Background: an optimization exercise with open tools, aiming at small area and a short achievable clock period. Do not read the settings as production practice.
RTL that was checked went through simulation tests only; none was proved equivalent to the original.
Power is estimated from default activity; no workload was simulated.

==> module sync_fifo, before the edit <==
module sync_fifo #(
	parameter int width = 32
)
(
	input  logic             rst,
	input  logic             afi_phy_clk,
	input  logic [width-1:0] data,
	input  logic             req,
	input  logic             pop,
	output logic [width-1:0] q,
	output logic             ready,
	output logic             pending
);
	logic [width-1:0] mem [4];
	logic [1:0]       wr_ptr;
	logic [1:0]       rd_ptr;
	logic [2:0]       cnt;
	logic [2:0]       cnt_next;
	logic             push;
	assign push     = req && ready;
	assign cnt_next = cnt + {2'b0, push} - {2'b0, pop};
	assign q        = mem[rd_ptr];
	always_ff @(posedge afi_phy_clk)
	begin
		for (int k = 0; k < 4; k++)
		begin
			if (ready && wr_ptr == 2'(k))
			begin
				mem[k] <= data;
			end
		end
	end
	always_ff @(posedge afi_phy_clk)
	begin
		if (rst)
		begin
			wr_ptr  <= '0;
			rd_ptr  <= '0;
			cnt     <= '0;
			ready   <= 1'b1;
			pending <= 1'b0;
		end
		else
		begin
			wr_ptr  <= wr_ptr + {1'b0, push};
			rd_ptr  <= rd_ptr + {1'b0, pop};
			cnt     <= cnt_next;
			ready   <= (cnt_next != 3'd4);
			pending <= (cnt_next != 3'd0);
		end
	end
endmodule
==> module read_return_router, before the edit <==
module read_return_router
(
	input  logic                   rst,
	input  logic                   afi_phy_clk,
	input  logic                   tag_push,
	input  logic                   tag_hi,
	input  ddr_mux_pkg::ddr_data_t local_rdata,
	input  logic                   local_rdata_valid,
	output ddr_mux_pkg::ddr_data_t rdata,
	output logic [1:0]             rport_data_valid
);
	logic [ddr_mux_pkg::tag_depth-1:0] tags;
	logic [5:0]                        tag_last;
	logic                              tag_q;
	assign tag_q = tags[tag_last];
	always_ff @(posedge afi_phy_clk)
	begin
		if (tag_push)
		begin
			tags <= {tags[ddr_mux_pkg::tag_depth-2:0], tag_hi};
		end
	end
	always_ff @(posedge afi_phy_clk)
	begin
		if (rst)
		begin
			tag_last         <= '1;
			rport_data_valid <= '0;
		end
		else
		begin
			tag_last         <= tag_last + {5'b0, tag_push} - {5'b0, local_rdata_valid};
			rport_data_valid <= {local_rdata_valid && tag_q, local_rdata_valid && !tag_q};
		end
	end
	always_ff @(posedge afi_phy_clk)
	begin
		rdata <= local_rdata;
	end
endmodule
==> flow/config.mk <==
export PLATFORM = sky130hd
export DESIGN_NAME = ddr_port_mux
export DESIGN_NICKNAME = ddr_port_mux
export VERILOG_FILES = /design/flow/design.v
export SDC_FILE = /design/flow/constraint.sdc
export NUM_CORES = 4
export LEC_CHECK = 0
export CAP_MARGIN = 20
export CORE_MARGIN = 2
export CORE_UTILIZATION = 65
export SETUP_SLACK_MARGIN = 5
export SLEW_MARGIN = 20
==> flow/constraint.sdc <==
create_clock -name core_clock -period 8.0 [get_ports {afi_phy_clk}]
set_input_delay 1.6000 -clock core_clock [delete_from_list [all_inputs] [get_ports {afi_phy_clk}]]
set_output_delay 1.6000 -clock core_clock [all_outputs]
set_load 0.01 [all_outputs]
run.sh (not shown) runs the stock make flow with config.mk's settings and CLKGATE_MAP_FILE= SYNTH_SCRIPT=/design/flow/synth_recipe.tcl, a recipe that flattens the netlist after the stock synthesis.
Then changed:
--- a/flow/design.v
+++ b/flow/design.v
@@ -26,8 +26,10 @@
 	logic [1:0]       rd_ptr;
 	logic [2:0]       cnt;
-	logic [2:0]       cnt_next;
+	logic [2:0]       cnt_push;
+	logic [2:0]       cnt_hold;
 	logic             push;
 	assign push     = req && ready;
-	assign cnt_next = cnt + {2'b0, push} - {2'b0, pop};
+	assign cnt_push = pop ? cnt : cnt + 3'd1;
+	assign cnt_hold = pop ? cnt - 3'd1 : cnt;
 	assign q        = mem[rd_ptr];
 	always_ff @(posedge afi_phy_clk)
@@ -53,9 +55,18 @@
 		else
 		begin
-			wr_ptr  <= wr_ptr + {1'b0, push};
-			rd_ptr  <= rd_ptr + {1'b0, pop};
-			cnt     <= cnt_next;
-			ready   <= (cnt_next != 3'd4);
-			pending <= (cnt_next != 3'd0);
+			rd_ptr <= rd_ptr + {1'b0, pop};
+			if (push)
+			begin
+				wr_ptr  <= wr_ptr + 2'd1;
+				cnt     <= cnt_push;
+				ready   <= (cnt_push != 3'd4);
+				pending <= 1'b1;
+			end
+			else
+			begin
+				cnt     <= cnt_hold;
+				ready   <= (cnt_hold != 3'd4);
+				pending <= (cnt_hold != 3'd0);
+			end
 		end
 	end
@@ -145,5 +156,9 @@
 	logic [5:0]                        tag_last;
 	logic                              tag_q;
+	logic [5:0]                        last_keep;
+	logic [5:0]                        last_pop;
 	assign tag_q = tags[tag_last];
+	assign last_keep = tag_push ? tag_last + 6'd1 : tag_last;
+	assign last_pop  = tag_push ? tag_last : tag_last - 6'd1;
 	always_ff @(posedge afi_phy_clk)
 	begin
@@ -162,5 +177,5 @@
 		else
 		begin
-			tag_last         <= tag_last + {5'b0, tag_push} - {5'b0, local_rdata_valid};
+			tag_last         <= local_rdata_valid ? last_pop : last_keep;
 			rport_data_valid <= {local_rdata_valid && tag_q, local_rdata_valid && !tag_q};
 		end
Wire length goes up by 2.7%; final cell count came out higher by 3.2%; flip-flop and latch count stays the same; clock power stays flat; setup slack got worse by 0.0043 ns; power shrinks by 22%; worst hold slack barely changes; sequential share of layout area goes down by 0.53 points; global-route usage is higher by 0.15 points; maximum frequency barely changes; area after synthesis came out higher by 1.5%.
The RTL of the second run of this note was laid out without a check of its function.

-- re-timing with driven ports --
No port has a modelled driver above. Below, the same layouts with a new extraction and two added sets of constraints. Step 1 (the two cells are an assumption about what drives the block):
set clk [get_ports {afi_phy_clk}]
set_driving_cell -lib_cell sky130_fd_sc_hd__clkbuf_16 $clk
set_driving_cell -lib_cell sky130_fd_sc_hd__buf_2 [delete_from_list [all_inputs] $clk]
Step 2 also shifts input and output timing later by t, the mid clock arrival at the registers, as if the neighbouring blocks saw the same clock. a / b / c = ideal ports / drivers / drivers and shift; a / b = the first two.
run	t (ns)	setup WS [ns]	clock arrival spread, ns	slew at the worst register clock pin (ns)	pins driven straight from the clock port
the first run	0.701	5.038 / 4.977 / 4.397	0.020 / 0.020	0.06 / 0.06	1
the second run	0.692	5.034 / 4.971 / 4.643	0.028 / 0.027	0.06 / 0.06	1
After both steps every run listed still meets setup and hold. The setup slack of the first run, which loses most, moves by -0.061 ns with the drivers and by -0.641 ns with both steps.
